Context: an optimization exercise on an open-source flow, tuned for small area, a short achievable clock period and few clock cycles. The choices shown serve that exercise and are no tape-out recipe.
Function was checked by simulation only, so behaviour that the tests miss may differ from the original.
Power figures rest on the tool's default switching activity, not on a simulated workload.

==> module dcache_top, before the edit <==
module dcache_top (
    input  logic                           CLK,
    input  logic                           RST,
    input  logic                           req_valid,
    output logic                           req_ready,
    input  logic                           req_write,
    input  logic [dcache_pkg::ADDR_W-1:0]  req_addr,
    input  logic [dcache_pkg::WORD_W-1:0]  req_wdata,
    input  logic [dcache_pkg::STRB_W-1:0]  req_wstrb,
    output logic                           rsp_valid,
    output logic [dcache_pkg::WORD_W-1:0]  rsp_rdata,
    output logic                           l2_req_valid,
    output logic [dcache_pkg::LADDR_W-1:0] l2_req_addr,
    input  logic                           l2_rsp_valid,
    input  logic [dcache_pkg::LINE_W-1:0]  l2_rsp_line,
    output logic                           l2_wb_valid,
    output logic [dcache_pkg::LADDR_W-1:0] l2_wb_addr,
    output logic [dcache_pkg::LINE_W-1:0]  l2_wb_line,
    input  logic                           l2_wb_done
);
    localparam int LINES  = dcache_pkg::LINES;
    localparam int WORDS  = dcache_pkg::LINE_WORDS;
    localparam int STRB_W = dcache_pkg::STRB_W;
    localparam int WORD_W = dcache_pkg::WORD_W;
    localparam int LINE_W = dcache_pkg::LINE_W;
    localparam int TAG_W  = dcache_pkg::TAG_W;
    localparam int IDX_W  = dcache_pkg::INDEX_W;
    localparam int WSEL_W = dcache_pkg::WSEL_W;
    logic [LINE_W-1:0] data_q [LINES];
    logic [TAG_W-1:0]  tag_q  [LINES];
    logic [LINES-1:0]  valid_q;
    logic [LINES-1:0]  dirty_q;
    logic              s1_valid;
    logic              s1_hit;      
    logic              wb_busy;     
    logic              rf_busy;     
    logic              s1_write;
    logic [TAG_W-1:0]  s1_tag;
    logic [IDX_W-1:0]  s1_idx;
    logic [WSEL_W-1:0] s1_word;
    logic [WORD_W-1:0] s1_wdata;
    logic [STRB_W-1:0] s1_wstrb;
    logic [TAG_W-1:0]  s1_vtag;     
    logic [LINE_W-1:0] s1_line;     
    logic [WORD_W-1:0] s1_rword;    
    logic [WORDS-1:0]  rf_wsel;     
    logic              s1_free;     
    logic              fill;
    logic              s1_done;
    logic              s1_wr_arr;
    logic [LINE_W-1:0] merged;
    logic [TAG_W-1:0]  r_tag;
    logic [IDX_W-1:0]  r_idx;
    logic [WSEL_W-1:0] r_word;
    logic              r_same;
    logic [TAG_W-1:0]  r_vtag;
    logic              r_hit;
    logic              r_vdirty;
    logic [LINE_W-1:0] r_line;
    assign fill      = rf_busy && l2_rsp_valid;
    assign s1_done   = s1_hit || fill;
    assign s1_wr_arr = (s1_hit && s1_write) || fill;
    assign rsp_valid = s1_done;
    assign req_ready = s1_free || fill;
    always_comb begin
        rsp_rdata = s1_rword;
        for (int w = 0; w < WORDS; w++) begin
            rsp_rdata = rsp_rdata | ({WORD_W{rf_wsel[w]}} & l2_rsp_line[w*WORD_W +: WORD_W]);
        end
    end
    assign l2_wb_valid  = wb_busy;
    assign l2_wb_addr   = {s1_vtag, s1_idx};
    assign l2_wb_line   = s1_line;
    assign l2_req_valid = rf_busy;
    assign l2_req_addr  = {s1_tag, s1_idx};
    always_comb begin
        merged = rf_busy ? l2_rsp_line : s1_line;
        for (int b = 0; b < STRB_W; b++) begin
            if (s1_write && s1_wstrb[b]) begin
                merged[s1_word*WORD_W + b*8 +: 8] = s1_wdata[b*8 +: 8];
            end
        end
    end
    assign r_tag  = req_addr[dcache_pkg::ADDR_W-1 -: TAG_W];
    assign r_idx  = req_addr[dcache_pkg::OFFSET_W +: IDX_W];
    assign r_word = req_addr[dcache_pkg::OFFSET_W-1 -: WSEL_W];
    assign r_same = s1_done && (r_idx == s1_idx);
    always_comb begin
        if (r_same) begin
            r_vtag   = s1_tag;
            r_hit    = (s1_tag == r_tag);
            r_vdirty = s1_write || (!rf_busy && dirty_q[r_idx]);
            r_line   = merged;
        end else begin
            r_vtag   = tag_q[r_idx];
            r_hit    = valid_q[r_idx] && (tag_q[r_idx] == r_tag);
            r_vdirty = valid_q[r_idx] && dirty_q[r_idx];
            r_line   = data_q[r_idx];
        end
    end
    always_ff @(posedge CLK) begin
        if (RST) begin
            s1_valid <= 1'b0;
            s1_hit   <= 1'b0;
            s1_free  <= 1'b1;
            wb_busy  <= 1'b0;
            rf_busy  <= 1'b0;
            rf_wsel  <= '0;
        end else if (req_ready) begin
            s1_valid <= req_valid;
            s1_hit   <= req_valid && r_hit;
            s1_free  <= !req_valid || r_hit;
            wb_busy  <= req_valid && !r_hit && r_vdirty;
            rf_busy  <= req_valid && !r_hit && !r_vdirty;
            for (int w = 0; w < WORDS; w++) begin
                rf_wsel[w] <= req_valid && !r_hit && !r_vdirty && r_word == w;
            end
        end else if (wb_busy && l2_wb_done) begin
            wb_busy <= 1'b0;
            rf_busy <= 1'b1;
            for (int w = 0; w < WORDS; w++) begin
                rf_wsel[w] <= s1_word == w;
            end
        end
    end
    always_ff @(posedge CLK) begin
        if (req_ready) begin
            s1_write <= req_write;
            s1_tag   <= r_tag;
            s1_idx   <= r_idx;
            s1_word  <= r_word;
            s1_wdata <= req_wdata;
            s1_wstrb <= req_wstrb;
            s1_vtag  <= r_vtag;
            s1_line  <= r_line;
            s1_rword <= r_hit ? r_line[r_word*WORD_W +: WORD_W] : '0;
        end
    end
    always_ff @(posedge CLK) begin
        for (int i = 0; i < LINES; i++) begin
            if (s1_wr_arr && s1_idx == i) begin
                data_q[i]  <= merged;
                dirty_q[i] <= s1_write;
            end
            if (fill && s1_idx == i) begin
                tag_q[i] <= s1_tag;
            end
        end
    end
    always_ff @(posedge CLK) begin
        if (RST) begin
            valid_q <= '0;
        end else if (fill) begin
            valid_q[s1_idx] <= 1'b1;
        end
    end
endmodule
Settings: LEC_CHECK=0, CAP_MARGIN=20, CORE_MARGIN=2, CORE_UTILIZATION=70, CTS_CLUSTER_DIAMETER=80, CTS_CLUSTER_SIZE=24, PLACE_DENSITY=0.75, SETUP_SLACK_MARGIN=3.3, SLEW_MARGIN=20; clock period 6.5 ns.
standard.sh (not shown) runs the stock make flow with config.mk's settings and CLKGATE_MAP_FILE= SYNTH_SCRIPT=/design/flow/synth_recipe.tcl, a recipe that flattens the netlist after the stock synthesis.
==> flow/flow/run.sh <==
#!/bin/bash
set -euo pipefail
bash standard.sh "BUFFER_PORTS_ARGS=-buffer_cell sky130_fd_sc_hd__buf_2" finish > flow_make.log 2>&1
Testbench counts at the start, summed over its fixed seeds: cycles 28,336.
Next try:
--- a/flow/design.v
+++ b/flow/design.v
@@ -65,9 +65,9 @@
     logic [WORD_W-1:0] s1_wdata;
     logic [STRB_W-1:0] s1_wstrb;
     logic [TAG_W-1:0]  s1_vtag;     
     logic [LINE_W-1:0] s1_line;     
-    logic [WORD_W-1:0] s1_rword;    
+    logic [WORDS-1:0]  hit_wsel;    
     logic [WORDS-1:0]  rf_wsel;     
     logic              s1_free;     
     logic              fill;
     logic              s1_done;
@@ -80,17 +80,19 @@
     logic [TAG_W-1:0]  r_vtag;
     logic              r_hit;
     logic              r_vdirty;
     logic [LINE_W-1:0] r_line;
+    logic [IDX_W-1:0]  rd_idx;      
     assign fill      = rf_busy && l2_rsp_valid;
     assign s1_done   = s1_hit || fill;
     assign s1_wr_arr = (s1_hit && s1_write) || fill;
     assign rsp_valid = s1_done;
     assign req_ready = s1_free || fill;
     always_comb begin
-        rsp_rdata = s1_rword;
+        rsp_rdata = '0;
         for (int w = 0; w < WORDS; w++) begin
-            rsp_rdata = rsp_rdata | ({WORD_W{rf_wsel[w]}} & l2_rsp_line[w*WORD_W +: WORD_W]);
+            rsp_rdata = rsp_rdata | ({WORD_W{hit_wsel[w]}} & s1_line[w*WORD_W +: WORD_W])
+                                  | ({WORD_W{rf_wsel[w]}} & l2_rsp_line[w*WORD_W +: WORD_W]);
         end
     end
     assign l2_wb_valid  = wb_busy;
     assign l2_wb_addr   = {s1_vtag, s1_idx};
@@ -108,8 +110,9 @@
     assign r_tag  = req_addr[dcache_pkg::ADDR_W-1 -: TAG_W];
     assign r_idx  = req_addr[dcache_pkg::OFFSET_W +: IDX_W];
     assign r_word = req_addr[dcache_pkg::OFFSET_W-1 -: WSEL_W];
     assign r_same = s1_done && (r_idx == s1_idx);
+    assign rd_idx = req_ready ? r_idx : s1_idx;
     always_comb begin
         if (r_same) begin
             r_vtag   = s1_tag;
             r_hit    = (s1_tag == r_tag);
@@ -118,9 +121,9 @@
         end else begin
             r_vtag   = tag_q[r_idx];
             r_hit    = valid_q[r_idx] && (tag_q[r_idx] == r_tag);
             r_vdirty = valid_q[r_idx] && dirty_q[r_idx];
-            r_line   = data_q[r_idx];
+            r_line   = data_q[rd_idx];
         end
     end
     always_ff @(posedge CLK) begin
         if (RST) begin
@@ -129,16 +132,18 @@
             s1_free  <= 1'b1;
             wb_busy  <= 1'b0;
             rf_busy  <= 1'b0;
             rf_wsel  <= '0;
+            hit_wsel <= '0;
         end else if (req_ready) begin
             s1_valid <= req_valid;
             s1_hit   <= req_valid && r_hit;
             s1_free  <= !req_valid || r_hit;
             wb_busy  <= req_valid && !r_hit && r_vdirty;
             rf_busy  <= req_valid && !r_hit && !r_vdirty;
             for (int w = 0; w < WORDS; w++) begin
-                rf_wsel[w] <= req_valid && !r_hit && !r_vdirty && r_word == w;
+                rf_wsel[w]  <= req_valid && !r_hit && !r_vdirty && r_word == w;
+                hit_wsel[w] <= req_valid && r_hit && r_word == w;
             end
         end else if (wb_busy && l2_wb_done) begin
             wb_busy <= 1'b0;
             rf_busy <= 1'b1;
@@ -155,11 +160,12 @@
             s1_word  <= r_word;
             s1_wdata <= req_wdata;
             s1_wstrb <= req_wstrb;
             s1_vtag  <= r_vtag;
-            s1_line  <= r_line;
-            s1_rword <= r_hit ? r_line[r_word*WORD_W +: WORD_W] : '0;
         end
+    end
+    always_ff @(posedge CLK) begin
+        s1_line <= r_line;
     end
     always_ff @(posedge CLK) begin
         for (int i = 0; i < LINES; i++) begin
             if (s1_wr_arr && s1_idx == i) begin
First-iteration DRC count rises by 3.5%; wire length rises by 1.4%; total power rises by 5.3%; worst setup slack gets worse by 0.37 ns; cell count fell by 0.64%; combinational power increases by 29%.
Testbench counts after the change, summed over its fixed seeds: cycles 28,336.

[separate check: timing with driven ports]
The flow's constraints put no driver on any port. The routed layouts listed below were extracted and timed again, unchanged, in two steps. Step 1 assumes that a clkbuf_16 drives the clock port and a buf_2 every other input. Step 2 times the ports against the registers' clock, not the clock port: input delays grow and output delays shrink by t, the midpoint of the rising clock arrivals with the driver on. Slacks: ideal / step 1 / step 2; pairs: ideal / step 1.
| run | t (ns) | setup slack, ns | worst hold slack (ns) | slew at the worst register clock pin (ns) | pins driven straight from the clock port |
|---|---|---|---|---|---|
| the first run | 0.875 | 2.917 / 2.746 / 1.872 | 0.478 / 0.478 / 0.478 | 0.10 / 0.10 | 1 |
| the second run | 0.857 | 2.551 / 2.404 / 2.368 | 0.471 / 0.471 / 0.471 | 0.10 / 0.10 | 1 |
After both steps setup and hold are still met in every run listed. For the first run, which loses most, drivers alone change the setup slack by -0.171 ns; drivers and shift together by -1.045 ns.
